Source: an optimization exercise on an open RTL-to-GDS flow (aim: small area, a short achievable clock period and few clock cycles). Production flows keep margins and buffers that such runs may drop. Power figures rest on the tool's default switching activity, not on a simulated workload.

==> flow/design.v (excerpt) <==
module search_top
#(
  parameter int DIM = 4,
  parameter int PQ_LENGTH = 5,
  parameter int IN_DEPTH = 4,
  parameter int OUT_CREDITS = 2
) (
  input  logic                   clk_100mhz,
  input  logic                   sys_rst,
  input  logic                   in_valid,
  input  logic [1:0]             in_op,
  input  logic [$clog2(DIM)-1:0] in_index,
  input  logic [15:0]            in_data,
  input  logic [15:0]            in_id,
  output logic                   in_credit,
  output logic                   res_valid,
  output logic [15:0]            res_id,
  output logic [39:0]            res_dist,
  output logic                   res_last,
  input  logic                   out_credit
);
Size in the first run: about 2,300 cells after synthesis, ~630 flip-flops, ~99 I/O pins, roughly 0.029 mm² of cells after synthesis.
clock: 14.0 ns
lec_check: 0
cap_margin: 20
core_margin: 2
core_utilization: 60
cts_cluster_diameter: 150
cts_cluster_size: 25
slew_margin: 20
standard.sh (not shown) runs the stock make flow with config.mk's settings and CLKGATE_MAP_FILE= SYNTH_SCRIPT=/design/flow/synth_recipe.tcl, a recipe that flattens the netlist after the stock synthesis.
==> flow/flow/run.sh <==
#!/bin/bash
# Standard layout, with repair_timing aiming for extra setup slack and plain
# buffers on the ports.
set -euo pipefail
bash standard.sh SETUP_SLACK_MARGIN=10 "BUFFER_PORTS_ARGS=-buffer_cell sky130_fd_sc_hd__buf_2" finish > standard.log 2>&1
Rerun with:
--- a/flow/design.v
+++ b/flow/design.v
@@ -966,32 +966,31 @@
     case (n_ph)
       2'd0:    n_plo = 3'd0;
       2'd1:    n_plo = n_c2 ? 3'd3 : 3'd0;
       2'd2:    n_plo = {n_c2, n_r1} == 2'b11 ? 3'd4 : {n_c2, n_r1} == 2'b10 ? 3'd3 :
                        {n_c2, n_r1} == 2'b01 ? 3'd2 : 3'd0;
       default: n_plo = n_p;
     endcase
   end
-  assign n_drop = n_valid && (n_plo >= pe_k);
-  logic n_gone;
-  assign n_gone = n_drop && pe && !drain_on && !ins;
-  assign step = n_valid && (n_ph != 2'd3) && !drain_on;
+  logic n_pr;      
+  logic n_far;     
+  logic n_probe;
+  assign n_probe = n_valid && pe && !n_pr && (n_ph == 2'd0) && !drain_on;
+  assign n_drop = n_valid && ((n_plo >= pe_k) || n_far);
+  assign step = n_valid && (n_ph != 2'd3) && !drain_on && !n_probe;
   assign ins  = n_valid && (n_ph == 2'd3) && !drain_on;
   always_comb begin
     if (drain_on) begin
-      sel_rk = beat ? dr_j1 : dr_j;
-    end else if (!n_valid) begin
-      sel_rk = 3'd0;
+      sel_rk = dr_j1;
     end else begin
       case (n_ph)
-        2'd0:    sel_rk = 3'd2;
+        2'd0:    sel_rk = n_probe ? 3'd4 : 3'd2;
         2'd1:    sel_rk = n_c2 ? 3'd3 : 3'd1;
-        2'd2:    sel_rk = n_c2 ? 3'd4 : 3'd0;
-        default: sel_rk = 3'd0;
+        default: sel_rk = n_c2 ? 3'd4 : 3'd0;
       endcase
     end
     sel_d  = '0;
     sel_id = '0;
     for (int i = 0; i < NQ; i++) begin
       sel_hit[i] = (q_rk[i] == sel_rk);
       sel_d  = sel_d  | (q_d[i]  & {DW{sel_hit[i]}});
       sel_id = sel_id | (q_id[i] & {16{sel_hit[i]}});
@@ -1012,18 +1011,27 @@
   end
   always_ff @(posedge clk_100mhz) begin
     if (sys_rst) begin
       n_valid <= 1'b0;
       n_ph    <= 2'd0;
       n_c2    <= 1'b0;
       n_r1    <= 1'b0;
       n_r2    <= 1'b0;
+      n_pr    <= 1'b0;
+      n_far   <= 1'b0;
     end else begin
-      n_valid <= take || (n_valid && !ins && !n_gone);
+      if (take) begin
+        n_pr  <= 1'b0;
+        n_far <= 1'b0;
+      end else if (n_probe) begin
+        n_pr  <= 1'b1;
+        n_far <= r_le;
+      end
+      n_valid <= take || (n_valid && !ins && !(start && n_drop));
       if (take || ins || last_beat) begin
         n_ph <= 2'd0;
       end else if (step) begin
         n_ph <= n_ph + 2'd1;
       end
       if (step && n_ph == 2'd0) begin
         n_c2 <= r_le;
       end
@@ -1074,31 +1082,31 @@
           end
         end
       end
     end
   end
   logic [DW-1:0] h_d;
   logic [15:0]   h_id;
   always_ff @(posedge clk_100mhz) begin
-    if (ins_take && n_p == 3'd0) begin
-      h_d  <= n_d;
-      h_id <= n_id;
-    end else begin
+    if (beat) begin
       h_d  <= sel_d;
       h_id <= sel_id;
+    end else if (ins_take && n_p == 3'd0) begin
+      h_d  <= n_d;
+      h_id <= n_id;
     end
   end
   logic [2:0] dr_left;    
   logic [1:0] cred;       
   logic [2:0] dr_nxt;
   logic [1:0] cred_nxt;
   assign beat      = res_valid;
   assign last_beat = res_valid && res_last;
-  assign start     = pe && !drain_on && (!n_valid || ins);
+  assign start     = pe && !drain_on && (!n_valid || ins || n_drop);
   always_ff @(posedge clk_100mhz) begin
     if (sys_rst) begin
       pe <= 1'b0;
     end else begin
       pe <= s_e || (pe && !start);
     end
     if (r_e) begin
       pe_k <= k_clamp;
Outcome: Final cell count increases by 1.7%. Utilization increases by 0.27 points. Via count increases by 2.3%. Routed wire length increases by 2.7%. Power increases by 36%. Clock skew stays flat. Synthesized area increases by 1.7%.
No functional check of the RTL was part of any run of this note.

-- port drivers added, routing unchanged --
No port has a modelled driver above. Below, the same layouts with a new extraction and two added sets of constraints.
Step 1 assumes that a clkbuf_16 drives the clock port and a buf_2 every other input.
Step 2 adds t to the input delays and takes it off the output delays; t is the mean of the earliest and latest rising clock arrival at the registers after step 1. Input paths then give back, and output paths get back, about the clock's delay inside the block.
a / b / c = ideal / step 1 / step 2; a / b = the first two.
| run | shift t [ns] | slack for setup (ns) | hold slack, ns | worst setup path at the end |
|---|---|---|---|---|
| the first run | 0.663 | 9.939 / 9.939 / 9.484 | 0.336 / 0.336 / 0.336 | input to register |
| the second run | 0.663 | 9.662 / 9.662 / 9.574 | 0.334 / 0.334 / 0.334 | input to register |
After both steps every run listed still meets setup and hold. The setup slack of the first run, which loses most, moves by 0.000 ns with the drivers and by -0.455 ns with both steps.
